Source: an optimization exercise on an open RTL-to-GDS flow (aim: a short achievable clock period and few clock cycles). Production flows keep margins and buffers that such runs may drop.
Function was checked by simulation only, so behaviour that the tests miss may differ from the original.
Power is estimated from default activity; no workload was simulated.

==> inputs of run Z <==
// rv_core
module rv_core (
	input  logic				i_clk,
	input  logic				i_rstn,
	output logic [32-1:0]	o_imem_addr,
	input  logic [32-1:0]	i_imem_data,
	output logic				o_dmem_re,
	output logic				o_dmem_we,
	output logic [32-1:0]	o_dmem_addr,
	output logic [32-1:0]	o_dmem_wdata,
	input  logic [32-1:0]	i_dmem_rdata,
	output logic				o_retire_valid,
	output logic [32-1:0]	o_retire_pc,
	output logic [4:0]			o_retire_rd,
	output logic				o_retire_we,
	output logic [32-1:0]	o_retire_value
);
clock: 10.0 ns
lec_check: 0
abc_clock_period_in_ps: 3000
cap_margin: 20
core_margin: 2
core_utilization: 60
slew_margin: 20
standard.sh (not shown) runs the stock make flow with config.mk's settings and CLKGATE_MAP_FILE= SYNTH_SCRIPT=/design/flow/synth_recipe.tcl, a recipe that flattens the netlist after the stock synthesis.
==> flow/flow/run.sh <==
#!/bin/bash
# Standard layout, with timing repair aimed well below the clock period
# (the constraints are the design's; only the repair margin is larger).
set -euo pipefail
cd "$(dirname "$0")/.."
bash standard.sh SETUP_SLACK_MARGIN=6.5 finish > make_flow.log 2>&1
==> run G: changes against run Z <==
--- a/flow/design.v
+++ b/flow/design.v
@@ -286,15 +286,17 @@
 	end
 	always_ff @(posedge i_clk) begin
 		e_pc		<= d_pc;
 		e_pc4		<= d_pc4;
 		e_tgt		<= d_tgt;
 		e_pnpc		<= d_to_ras ? ras : d_pnpc;
-		e_a			<= d_fa ? x_res : d_auipc ? d_pc : d_lui ? 32'd0 : d_rv1;
-		e_b			<= d_fb ? x_res : (d_op || d_br) ? d_rv2 : d_imm;
-		e_s			<= d_fs ? x_res : d_rv2;
+		e_a			<= (d_fa && e_sel_add) ? x_sum : d_fa ? x_oth :
+			d_auipc ? d_pc : d_lui ? 32'd0 : d_rv1;
+		e_b			<= (d_fb && e_sel_add) ? x_sum : d_fb ? x_oth :
+			(d_op || d_br) ? d_rv2 : d_imm;
+		e_s			<= (d_fs && e_sel_add) ? x_sum : d_fs ? x_oth : d_rv2;
 		e_sub		<= d_op && d_ir[30] && d_f3 == 3'b000;
 		e_br_eq		<= d_f3[2:1] == 2'b00;
 		e_br_lt		<= d_f3[2];
 		e_br_inv	<= d_f3[0] && (d_f3[2] || !d_f3[1]);
 		e_cmp_s		<= d_br ? !d_f3[1] : !d_f3[0];
 		e_sel_add	<= ((d_op || d_opimm) && d_f3 == 3'b000) || d_lui || d_auipc ||
--- a/flow/config.mk
+++ b/flow/config.mk
@@ -5,8 +5,8 @@
 export SDC_FILE = /design/flow/constraint.sdc
 export NUM_CORES = 4
 export LEC_CHECK = 0
 export ABC_CLOCK_PERIOD_IN_PS = 3000
 export CAP_MARGIN = 20
 export CORE_MARGIN = 2
-export CORE_UTILIZATION = 60
+export CORE_UTILIZATION = 55
 export SLEW_MARGIN = 20
==> flow_summary.ini <==
[status]
outcome = timing/DRC/antenna clean

[pwr]
p_clk_mw = 12.8
vdd_drop_max_mv = 0.195
powerSeq_mw = 16.9
total_power_mw = 39.7

[synth]
yosys-top-cells-area = edfxtp_1 54%, mux4_2 16%, dfxtp_1 9.9%
ys_seq_area_share_pct = 63.7
synth_cell_types = 103
syn_inst = 8754

[worst_setup_path]
reg2reg_depth = 14
crit_fanout = 4
path_delay_family = compound AO/OA/AOI/OAI gates
cp_slowest_stage_delay_ns = 0.40

[layout]
n_all_buffers = 903

[worst_hold_path]
min_to = r_pc[9]$_DFF_P_

[global_routing]
grt_pass1_wl_mm = 687

[routing]
avgViaCountPerCell = 6.89
drtPass1Iterations = 6
m1WireLength_mm = 191
The numbers above come from run G.

==> flow_summary.ini <==
[worst_setup_path]
crit_fanout = 3
reg2reg_depth = 9
path_delay_family = buffers and inverters
cp_slowest_stage_delay_ns = 0.38

[synth]
yosys-top-cells-area = edfxtp_1 53%, mux4_2 15%, dfxtp_1 9.9%
ys_seq_area_share_pct = 63.2
syn_inst = 9026
synth_cell_types = 100

[routing]
avgViaCountPerCell = 7.20
m1WireLength_mm = 181

[status]
outcome = timing/DRC/antenna clean

[pwr]
total_power_mw = 39.4
powerSeq_mw = 17.3
p_clk_mw = 12.5
The numbers above come from run Z.

Testbench counts of run Z, summed over its fixed seeds: cycles 186,142.
Testbench counts of run G, summed over its fixed seeds: cycles 186,142.

========
==> job 4628 <==
rv_core, a different RTL version from the one above (not shown whole).
clock: 10.0 ns
lec_check: 0
abc_clock_period_in_ps: 3000
cap_margin: 20
core_margin: 2
core_utilization: 60
slew_margin: 20
Scripts as last shown in full above: flow/flow/run.sh
==> job 7838 (differences from job 4628) <==
--- a/flow/design.v
+++ b/flow/design.v
@@ -78,15 +78,14 @@
 	logic [31:0]	e_pc;
 	logic [31:0]	e_pc4;
 	logic [31:0]	e_tgt;
 	logic [31:0]	e_pnpc;
 	logic [31:0]	e_a;
 	logic [31:0]	e_b;
 	logic [31:0]	e_s;
-	logic			e_fa_m, e_fb_m, e_fs_m;
 	logic			e_sub;
 	logic			e_sel_add, e_sel_and, e_sel_or, e_sel_xor, e_sel_sll, e_sel_sr;
 	logic			e_sel_slt, e_sel_link;
 	logic			e_sra;
 	logic			e_is_br, e_is_jal, e_is_jalr;
 	logic [2:0]		e_f3;
 	logic			e_we;
@@ -201,14 +200,18 @@
 	assign d_use1	= d_op || d_opimm || d_ld || d_st || d_br || d_jalr;
 	assign d_use2	= d_op || d_st || d_br;
 	assign d_stall	= d_valid && (
 		(e_valid && e_load && e_we &&
 			((d_use1 && e_rd == d_rs1) || (d_use2 && e_rd == d_rs2))) ||
 		(m_load && m_we &&
 			((d_use1 && m_rd == d_rs1) || (d_use2 && m_rd == d_rs2))));
+	logic			d_fa, d_fb, d_fs;
+	assign d_fs		= e_valid && e_we && e_rd == d_rs2;
+	assign d_fa		= !d_auipc && !d_lui && e_valid && e_we && e_rd == d_rs1;
+	assign d_fb		= (d_op || d_br) && d_fs;
 	assign d_wreg	= (d_op || d_opimm || d_lui || d_auipc || d_lw || d_jal || d_jalr) &&
 		d_rd != 5'd0;
 	assign wb_value	= w_load ? i_dmem_rdata : w_value;
 	assign d_rv1	= (d_rs1 == 5'd0) ? 32'd0 :
 		(m_we && m_rd == d_rs1) ? m_value :
 		(w_we && w_rd == d_rs1) ? wb_value : rf[d_rs1];
 	assign d_rv2	= (d_rs2 == 5'd0) ? 32'd0 :
@@ -216,17 +219,17 @@
 		(w_we && w_rd == d_rs2) ? wb_value : rf[d_rs2];
 	logic [31:0]	x_a, x_b, x_s, x_bi;
 	logic [31:0]	x_sum;
 	logic			x_lt, x_eq, x_cond, x_taken, x_mis;
 	logic [31:0]	x_sr, x_sl, x_res;
 	logic			e_redirect;
 	logic			m_redirect;
-	assign x_a	= e_fa_m ? m_value : e_a;
-	assign x_b	= e_fb_m ? m_value : e_b;
-	assign x_s	= e_fs_m ? m_value : e_s;
+	assign x_a	= e_a;
+	assign x_b	= e_b;
+	assign x_s	= e_s;
 	assign x_bi		= x_b ^ {32{e_sub}};
 	assign x_sum	= ks_add(x_a, x_bi, e_sub);
 	assign x_lt		= {x_a[31] ^ e_cmp_s, x_a[30:0]} < {x_b[31] ^ e_cmp_s, x_b[30:0]};
 	assign x_eq		= x_a == x_b;
 	assign x_sl		= x_a << x_b[4:0];
 	assign x_sr		= 32'($signed({e_sra && x_a[31], x_a}) >>> x_b[4:0]);
 	logic [31:0]	x_oth;
@@ -282,20 +285,19 @@
 			e_valid <= d_valid && !d_stall && !e_redirect && !m_redirect;
 	end
 	always_ff @(posedge i_clk) begin
 		e_pc		<= d_pc;
 		e_pc4		<= d_pc4;
 		e_tgt		<= d_tgt;
 		e_pnpc		<= d_to_ras ? ras : d_pnpc;
-		e_a			<= d_auipc ? d_pc : d_lui ? 32'd0 : d_rv1;
-		e_b			<= (d_op || d_br) ? d_rv2 : d_imm;
-		e_s			<= d_rv2;
-		e_fa_m		<= !d_auipc && !d_lui && e_valid && e_we && e_rd == d_rs1;
-		e_fb_m		<= (d_op || d_br) && e_valid && e_we && e_rd == d_rs2;
-		e_fs_m		<= e_valid && e_we && e_rd == d_rs2;
+		e_a			<= (d_fa && e_sel_add) ? x_sum : d_fa ? x_oth :
+			d_auipc ? d_pc : d_lui ? 32'd0 : d_rv1;
+		e_b			<= (d_fb && e_sel_add) ? x_sum : d_fb ? x_oth :
+			(d_op || d_br) ? d_rv2 : d_imm;
+		e_s			<= (d_fs && e_sel_add) ? x_sum : d_fs ? x_oth : d_rv2;
 		e_sub		<= d_op && d_ir[30] && d_f3 == 3'b000;
 		e_br_eq		<= d_f3[2:1] == 2'b00;
 		e_br_lt		<= d_f3[2];
 		e_br_inv	<= d_f3[0] && (d_f3[2] || !d_f3[1]);
 		e_cmp_s		<= d_br ? !d_f3[1] : !d_f3[0];
 		e_sel_add	<= ((d_op || d_opimm) && d_f3 == 3'b000) || d_lui || d_auipc ||
 			d_ld || d_st;
==> flow/config.mk (replaced) <==
export PLATFORM = sky130hd
export DESIGN_NAME = rv_core
export DESIGN_NICKNAME = rv_core
export VERILOG_FILES = /design/flow/design.v
export SDC_FILE = /design/flow/constraint.sdc
export NUM_CORES = 4
export LEC_CHECK = 0
export ABC_CLOCK_PERIOD_IN_PS = 2500
export CAP_MARGIN = 20
export CORE_MARGIN = 2
export CORE_UTILIZATION = 60
export SLEW_MARGIN = 20
==> job 6013 (differences from job 4628) <==
==> flow/design.v (replaced) <==
`timescale 1ns/100ps
package rv_pkg;
	localparam int BTB_IDX_W = 5;
endpackage
`timescale 1ns/100ps
module rv_core (
	input  logic				i_clk,
	input  logic				i_rstn,
	output logic [32-1:0]	o_imem_addr,
	input  logic [32-1:0]	i_imem_data,
	output logic				o_dmem_re,
	output logic				o_dmem_we,
	output logic [32-1:0]	o_dmem_addr,
	output logic [32-1:0]	o_dmem_wdata,
	input  logic [32-1:0]	i_dmem_rdata,
	output logic				o_retire_valid,
	output logic [32-1:0]	o_retire_pc,
	output logic [4:0]			o_retire_rd,
	output logic				o_retire_we,
	output logic [32-1:0]	o_retire_value
);
	localparam int BI = rv_pkg::BTB_IDX_W;
	localparam int NB = 1 << BI;
	localparam int TW = 8;
	function automatic logic sum_eq(input logic [31:0] a, input logic [31:0] b,
		input logic [31:0] c);
		logic [31:0] cin;
		cin[0] = 1'b0;
		for (int i = 1; i < 32; i++)
			cin[i] = (a[i-1] ^ b[i-1]) ? ~c[i-1] : a[i-1];
		sum_eq = ((a ^ b ^ c) == cin);
	endfunction
	function automatic logic jalr_eq(input logic [31:0] a, input logic [31:0] b,
		input logic [31:0] c);
		logic [31:0] cc;
		cc = {c[31:1], a[0] ^ b[0]};
		jalr_eq = sum_eq(a, b, cc) && !c[0];
	endfunction
	logic [31:0]	pc;
	logic			btb_v	[NB];
	logic [TW-1:0]	btb_tag	[NB];
	logic [31:0]	btb_tgt	[NB];
	logic [1:0]		btb_ctr	[NB];
	logic			btb_ret	[NB];
	logic [31:0]	ras;
	logic			d_valid;
	logic [31:0]	d_ir;
	logic [31:0]	d_pc;
	logic [31:0]	d_pnpc;
	logic			d_bhit;
	logic [1:0]		d_bctr;
	logic			e_valid;
	logic [31:0]	e_pc;
	logic [31:0]	e_pc4;
	logic [31:0]	e_tgt;
	logic [31:0]	e_pnpc;
	logic [31:0]	e_a;
	logic [31:0]	e_b;
	logic [31:0]	e_s;
	logic			e_fa_m, e_fa_w, e_fb_m, e_fb_w, e_fs_m, e_fs_w;
	logic			e_sub;
	logic			e_sel_add, e_sel_and, e_sel_or, e_sel_xor, e_sel_sll, e_sel_sr;
	logic			e_sel_slt, e_sel_link;
	logic			e_sra;
	logic			e_is_br, e_is_jal, e_is_jalr;
	logic [2:0]		e_f3;
	logic			e_we;
	logic [4:0]		e_rd;
	logic			e_load, e_store;
	logic			e_tgt_eq, e_pc4_eq;
	logic			e_br_eq, e_br_lt, e_br_inv, e_cmp_s;
	logic			e_ret, e_call;
	logic			e_bhit;
	logic [1:0]		e_bctr;
	logic			m_valid;
	logic [31:0]	m_pc;
	logic [4:0]		m_rd;
	logic			m_we;
	logic			m_load;
	logic [31:0]	m_value;
	logic			m_re, m_wr;
	logic [31:0]	m_addr, m_wdata;
	logic			m_ctrl, m_br, m_taken, m_ret, m_call, m_bhit;
	logic [1:0]		m_bctr;
	logic [31:0]	m_target;
	logic			w_valid;
	logic [31:0]	w_pc;
	logic [4:0]		w_rd;
	logic			w_we;
	logic			w_load;
	logic [31:0]	w_value;
	logic			r_valid;
	logic [31:0]	r_pc;
	logic [4:0]		r_rd;
	logic			r_we;
	logic [31:0]	r_value;
	logic [31:0]	rf [1:31];
	logic [BI-1:0]	f_idx;
	logic			f_hit;
	logic			f_taken;
	logic [31:0]	f_next;
	assign o_imem_addr	= pc;
	assign f_idx		= pc[BI+1:2];
	assign f_hit		= btb_v[f_idx] && btb_tag[f_idx] == pc[BI+2+TW-1:BI+2];
	assign f_taken		= f_hit && (btb_ret[f_idx] || btb_ctr[f_idx][1]);
	assign f_next		= !f_taken ? pc + 32'd4 : btb_ret[f_idx] ? ras : btb_tgt[f_idx];
	logic [6:0]		d_opc;
	logic [2:0]		d_f3;
	logic [4:0]		d_rs1, d_rs2, d_rd;
	logic			d_op, d_opimm, d_lui, d_auipc, d_ld, d_st, d_br, d_jal, d_jalr;
	logic			d_lw, d_sw;
	logic [31:0]	d_imm_i, d_imm_s, d_imm_u, d_imm_bj, d_imm;
	logic [31:0]	d_tgt, d_pc4;
	logic			d_tgt_eq, d_pc4_eq, d_imm4;
	logic			d_to_tgt, d_to_pc4;
	logic			d_redirect;
	logic [31:0]	d_rtarget;
	logic			d_use1, d_use2;
	logic			d_stall;
	logic			d_wreg;
	logic [31:0]	d_rv1, d_rv2;
	logic [31:0]	wb_value;
	assign d_opc	= d_ir[6:0];
	assign d_f3		= d_ir[14:12];
	assign d_rs1	= d_ir[19:15];
	assign d_rs2	= d_ir[24:20];
	assign d_rd		= d_ir[11:7];
	assign d_op		= d_opc == 7'b0110011;
	assign d_opimm	= d_opc == 7'b0010011;
	assign d_lui	= d_opc == 7'b0110111;
	assign d_auipc	= d_opc == 7'b0010111;
	assign d_ld		= d_opc == 7'b0000011;
	assign d_st		= d_opc == 7'b0100011;
	assign d_br		= d_opc == 7'b1100011;
	assign d_jal	= d_opc == 7'b1101111;
	assign d_jalr	= d_opc == 7'b1100111;
	assign d_lw		= d_ld && d_f3 == 3'b010;
	assign d_sw		= d_st && d_f3 == 3'b010;
	assign d_imm_i	= {{20{d_ir[31]}}, d_ir[31:20]};
	assign d_imm_s	= {{20{d_ir[31]}}, d_ir[31:25], d_ir[11:7]};
	assign d_imm_u	= {d_ir[31:12], 12'b0};
	assign d_imm_bj	= d_ir[3] ?
		{{12{d_ir[31]}}, d_ir[19:12], d_ir[20], d_ir[30:21], 1'b0} :
		{{20{d_ir[31]}}, d_ir[7], d_ir[30:25], d_ir[11:8], 1'b0};
	assign d_imm	= (d_lui || d_auipc) ? d_imm_u : d_st ? d_imm_s : d_imm_i;
	assign d_tgt	= d_pc + d_imm_bj;
	assign d_pc4	= d_pc + 32'd4;
	assign d_tgt_eq	= sum_eq(d_pc, d_imm_bj, d_pnpc);
	assign d_pc4_eq	= sum_eq(d_pc, 32'd4, d_pnpc);
	assign d_imm4	= d_imm_bj == 32'd4;
	always_comb begin
		d_to_tgt = 1'b0;
		d_to_pc4 = 1'b0;
		if (d_jal) begin
			d_to_tgt = !d_tgt_eq;
		end else if (d_br) begin
			d_to_tgt = !d_tgt_eq && d_ir[31];
			d_to_pc4 = !d_tgt_eq && !d_pc4_eq && !d_ir[31];
		end else if (!d_jalr) begin
			d_to_pc4 = !d_pc4_eq;
		end
	end
	assign d_use1	= d_op || d_opimm || d_ld || d_st || d_br || d_jalr;
	assign d_use2	= d_op || d_st || d_br;
	assign d_stall	= d_valid && (
		(e_valid && e_load && e_we &&
			((d_use1 && e_rd == d_rs1) || (d_use2 && e_rd == d_rs2))) ||
		(m_load && m_we &&
			((d_use1 && m_rd == d_rs1) || (d_use2 && m_rd == d_rs2))));
	assign d_wreg	= (d_op || d_opimm || d_lui || d_auipc || d_lw || d_jal || d_jalr) &&
		d_rd != 5'd0;
	assign wb_value	= w_load ? i_dmem_rdata : w_value;
	assign d_rv1	= (d_rs1 == 5'd0) ? 32'd0 :
		(w_we && w_rd == d_rs1) ? wb_value : rf[d_rs1];
	assign d_rv2	= (d_rs2 == 5'd0) ? 32'd0 :
		(w_we && w_rd == d_rs2) ? wb_value : rf[d_rs2];
	logic [31:0]	x_a, x_b, x_s, x_bi;
	logic [32:0]	x_sum;
	logic			x_lt, x_eq, x_cond, x_taken, x_mis;
	logic [31:0]	x_sr, x_sl, x_res;
	logic [31:0]	x_target;
	logic			e_redirect;
	assign x_a	= e_fa_m ? m_value : e_fa_w ? w_value : e_a;
	assign x_b	= e_fb_m ? m_value : e_fb_w ? w_value : e_b;
	assign x_s	= e_fs_m ? m_value : e_fs_w ? w_value : e_s;
	assign x_bi		= x_b ^ {32{e_sub}};
	assign x_sum	= {1'b0, x_a} + {1'b0, x_bi} + {32'd0, e_sub};
	assign x_lt		= {x_a[31] ^ e_cmp_s, x_a[30:0]} < {x_b[31] ^ e_cmp_s, x_b[30:0]};
	assign x_eq		= x_a == x_b;
	assign x_sl		= x_a << x_b[4:0];
	assign x_sr		= 32'($signed({e_sra && x_a[31], x_a}) >>> x_b[4:0]);
	assign x_res =
		({32{e_sel_add}}	& x_sum[31:0])	|
		({32{e_sel_and}}	& (x_a & x_b))	|
		({32{e_sel_or}}		& (x_a | x_b))	|
		({32{e_sel_xor}}	& (x_a ^ x_b))	|
		({32{e_sel_sll}}	& x_sl)			|
		({32{e_sel_sr}}		& x_sr)			|
		{31'd0, e_sel_slt && x_lt} |
		({32{e_sel_link}}	& e_pc4);
	assign x_cond = ((e_br_eq && x_eq) || (e_br_lt && x_lt)) ^ e_br_inv;
	always_comb begin
		if (e_is_br) begin
			x_taken		= x_cond;
			x_mis		= x_cond ? !e_tgt_eq : !e_pc4_eq;
			x_target	= x_cond ? e_tgt : e_pc4;
		end else if (e_is_jal) begin
			x_taken		= 1'b1;
			x_mis		= !e_tgt_eq;
			x_target	= e_tgt;
		end else if (e_is_jalr) begin
			x_taken		= 1'b1;
			x_mis		= !jalr_eq(x_a, x_b, e_pnpc);
			x_target	= {x_sum[31:1], 1'b0};
		end else begin
			x_taken		= 1'b0;
			x_mis		= !e_pc4_eq;
			x_target	= e_pc4;
		end
	end
	assign e_redirect = e_valid && x_mis;
	assign d_redirect = d_valid && !d_stall && (d_to_tgt || d_to_pc4);
	assign d_rtarget  = d_to_tgt ? d_tgt : d_pc4;
	always_ff @(posedge i_clk) begin
		if (!i_rstn) begin
			pc		<= 32'h0000_0000;
			d_valid	<= 1'b0;
		end else if (e_redirect) begin
			pc		<= x_target;
			d_valid	<= 1'b0;
		end else if (d_redirect) begin
			pc		<= d_rtarget;
			d_valid	<= 1'b0;
		end else if (!d_stall) begin
			pc		<= f_next;
			d_valid	<= 1'b1;
		end
	end
	always_ff @(posedge i_clk) begin
		if (!d_stall) begin
			d_ir	<= i_imem_data;
			d_pc	<= pc;
			d_pnpc	<= f_next;
			d_bhit	<= f_hit;
			d_bctr	<= btb_ctr[f_idx];
		end
	end
	always_ff @(posedge i_clk) begin
		if (!i_rstn)
			e_valid <= 1'b0;
		else
			e_valid <= d_valid && !d_stall && !e_redirect;
	end
	always_ff @(posedge i_clk) begin
		e_pc		<= d_pc;
		e_pc4		<= d_pc4;
		e_tgt		<= d_tgt;
		e_pnpc		<= d_pnpc;
		e_a			<= d_auipc ? d_pc : d_lui ? 32'd0 : d_rv1;
		e_b			<= (d_op || d_br) ? d_rv2 : d_imm;
		e_s			<= d_rv2;
		e_fa_m		<= !d_auipc && !d_lui && e_valid && e_we && e_rd == d_rs1;
		e_fa_w		<= !d_auipc && !d_lui && m_we && m_rd == d_rs1;
		e_fb_m		<= (d_op || d_br) && e_valid && e_we && e_rd == d_rs2;
		e_fb_w		<= (d_op || d_br) && m_we && m_rd == d_rs2;
		e_fs_m		<= e_valid && e_we && e_rd == d_rs2;
		e_fs_w		<= m_we && m_rd == d_rs2;
		e_sub		<= d_op && d_ir[30] && d_f3 == 3'b000;
		e_br_eq		<= d_f3[2:1] == 2'b00;
		e_br_lt		<= d_f3[2];
		e_br_inv	<= d_f3[0] && (d_f3[2] || !d_f3[1]);
		e_cmp_s		<= d_br ? !d_f3[1] : !d_f3[0];
		e_sel_add	<= ((d_op || d_opimm) && d_f3 == 3'b000) || d_lui || d_auipc ||
			d_ld || d_st;
		e_sel_and	<= (d_op || d_opimm) && d_f3 == 3'b111;
		e_sel_or	<= (d_op || d_opimm) && d_f3 == 3'b110;
		e_sel_xor	<= (d_op || d_opimm) && d_f3 == 3'b100;
		e_sel_sll	<= (d_op || d_opimm) && d_f3 == 3'b001;
		e_sel_sr	<= (d_op || d_opimm) && d_f3 == 3'b101;
		e_sel_slt	<= (d_op || d_opimm) && d_f3[2:1] == 2'b01;
		e_sel_link	<= d_jal || d_jalr;
		e_sra		<= d_ir[30];
		e_is_br		<= d_br;
		e_is_jal	<= d_jal;
		e_is_jalr	<= d_jalr;
		e_f3		<= d_f3;
		e_we		<= d_wreg;
		e_rd		<= d_rd;
		e_load		<= d_lw;
		e_store		<= d_sw;
		e_tgt_eq	<= d_to_tgt || (d_to_pc4 ? d_imm4 : d_tgt_eq);
		e_pc4_eq	<= d_to_pc4 || (d_to_tgt ? d_imm4 : d_pc4_eq);
		e_ret		<= d_jalr && d_rs1 == 5'd1 && d_rd == 5'd0;
		e_call		<= (d_jal || d_jalr) && d_rd == 5'd1;
		e_bhit		<= d_bhit;
		e_bctr		<= d_bctr;
	end
	always_ff @(posedge i_clk) begin
		if (!i_rstn) begin
			m_valid	<= 1'b0;
			m_re	<= 1'b0;
			m_wr	<= 1'b0;
			m_ctrl	<= 1'b0;
			m_we	<= 1'b0;
			m_load	<= 1'b0;
		end else begin
			m_valid	<= e_valid;
			m_re	<= e_valid && e_load;
			m_wr	<= e_valid && e_store;
			m_ctrl	<= e_valid && (e_is_br || e_is_jal || e_is_jalr);
			m_we	<= e_valid && e_we;
			m_load	<= e_valid && e_load;
		end
		m_pc		<= e_pc;
		m_rd		<= e_rd;
		m_value		<= x_res;
		m_addr		<= x_sum[31:0];
		m_wdata		<= x_s;
		m_br		<= e_is_br;
		m_taken		<= x_taken;
		m_target	<= x_target;
		m_ret		<= e_ret;
		m_call		<= e_call;
		m_bhit		<= e_bhit;
		m_bctr		<= e_bctr;
	end
	assign o_dmem_re	= m_re;
	assign o_dmem_we	= m_wr;
	assign o_dmem_addr	= m_addr;
	assign o_dmem_wdata	= m_wdata;
	logic [BI-1:0]	m_idx;
	assign m_idx = m_pc[BI+1:2];
	always_ff @(posedge i_clk) begin
		if (!i_rstn) begin
			for (int i = 0; i < NB; i++)
				btb_v[i] <= 1'b0;
		end else if (m_ctrl && m_taken) begin
			btb_v[m_idx] <= 1'b1;
		end
	end
	always_ff @(posedge i_clk) begin
		if (m_ctrl) begin
			if (m_taken) begin
				btb_tag[m_idx]	<= m_pc[BI+2+TW-1:BI+2];
				btb_tgt[m_idx]	<= m_target;
				btb_ret[m_idx]	<= m_ret;
				btb_ctr[m_idx]	<= !m_br ? 2'd3 : !m_bhit ? 2'd2 :
					(m_bctr == 2'd3 ? 2'd3 : m_bctr + 2'd1);
			end else if (m_bhit) begin
				btb_ctr[m_idx]	<= m_bctr == 2'd0 ? 2'd0 : m_bctr - 2'd1;
			end
		end
	end
	always_ff @(posedge i_clk) begin
		if (!i_rstn)
			ras <= 32'd0;
		else if (m_ctrl && m_call)
			ras <= m_value;
	end
	always_ff @(posedge i_clk) begin
		if (!i_rstn) begin
			w_valid	<= 1'b0;
			w_we	<= 1'b0;
			w_load	<= 1'b0;
		end else begin
			w_valid	<= m_valid;
			w_we	<= m_we;
			w_load	<= m_load;
		end
		w_pc	<= m_pc;
		w_rd	<= m_rd;
		w_value	<= m_value;
	end
	always_ff @(posedge i_clk) begin
		if (w_we)
			rf[w_rd] <= wb_value;
	end
	always_ff @(posedge i_clk) begin
		if (!i_rstn)
			r_valid	<= 1'b0;
		else
			r_valid	<= w_valid;
		r_pc	<= w_pc;
		r_rd	<= w_rd;
		r_we	<= w_we;
		r_value	<= w_we ? wb_value : 32'd0;
	end
	assign o_retire_valid	= r_valid;
	assign o_retire_pc		= r_pc;
	assign o_retire_rd		= r_rd;
	assign o_retire_we		= r_we;
	assign o_retire_value	= r_value;
endmodule
==> flow/config.mk (replaced) <==
export PLATFORM = sky130hd
export DESIGN_NAME = rv_core
export DESIGN_NICKNAME = rv_core
export VERILOG_FILES = /design/flow/design.v
export SDC_FILE = /design/flow/constraint.sdc
export NUM_CORES = 4
export LEC_CHECK = 0
export ABC_CLOCK_PERIOD_IN_PS = 3000
export CAP_MARGIN = 20
export CORE_MARGIN = 2
export CORE_UTILIZATION = 40
export SLEW_MARGIN = 20
==> comparison table <==
item	job 6013	job 4628	job 7838
Run status	complete, no violations	complete, no violations	complete, no violations
Power share of the combinational group	14.0%	25.7%	24.2%
Register area share after synthesis	63.4%	63.6%	63.7%
Die extent in x	593 µm	485 µm	485 µm
Synthesized-area fraction occupied by ao, oa, aoi and oai cells	5.45%	6.45%	5.10%
Net switching power	8.22 mW	12.3 mW	11.7 mW
Clk pwr share	39.8%	31.4%	32.0%
Die Y-Extent	593 µm	485 µm	485 µm
Row cnt	216	176	176
1st-pass router iterations	6	8	8
Flip-flop and latch count	3,159	3,174	3,171
Final core area utilization	48.4%	71.1%	71.0%
Proportion of cell area occupied by multi-input gates	31.0%	31.5%	31.1%
Clk slew on worst S/H paths	0.07 ns	0.06 ns	0.07 ns
Total number of clock tree sinks	3,159	3,174	3,171
Worst hold slack	0.324 ns	0.312 ns	0.305 ns
Crit path buf inv count	6	4	2
Seq. pwr	14.6 mW	16.6 mW	16.8 mW
Count of inserted tapcells	4,578	3,026	3,026
Syn avg cell area	15.9 µm²	15.1 µm²	15.8 µm²
Testbench counts of job 4628, summed over its fixed seeds: cycles 186,142.
Testbench counts of job 7838, summed over its fixed seeds: cycles 186,142.
Testbench counts of job 6013, summed over its fixed seeds: cycles 186,810.

-- re-timing with driven ports --
The results above use ideal ports. As a check the final layouts listed here were re-extracted and re-timed, cells and wires unchanged. Step 1, drivers: a clkbuf_16 drives i_clk and a buf_2 each remaining input, both assumed. Step 2 moves the port delays by t, midway between the first and last clock arrival at a register: inputs arrive t later, outputs are due t later. That takes back most of the time a late clock gives input paths. Three values: ideal, step 1, step 2; two values: the first two.
| run | t (ns) | setup slack, ns | worst setup path at the end | latest minus earliest clock arrival (ns) | slew at the worst register clock pin (ns) |
|---|---|---|---|---|---|
| run Z | 1.052 | 6.256 / 6.142 / 5.467 | input to register | 0.107 / 0.107 | 0.07 / 0.07 |
| run G | 1.054 | 6.275 / 6.194 / 5.367 | input to register | 0.107 / 0.107 | 0.07 / 0.07 |
| job 4628 | 1.040 | 5.831 / 5.831 / 5.523 | input to register | 0.097 / 0.097 | 0.07 / 0.07 |
| job 7838 | 1.046 | 6.341 / 6.279 / 5.420 | input to register | 0.088 / 0.088 | 0.07 / 0.07 |
| job 6013 | 1.004 | 5.277 / 5.277 / 5.277 | register to register | 0.113 / 0.113 | 0.07 / 0.07 |
After both steps setup and hold are still met in every run listed. For job 7838, which loses most, drivers alone change the setup slack by -0.062 ns; drivers and shift together by -0.921 ns.
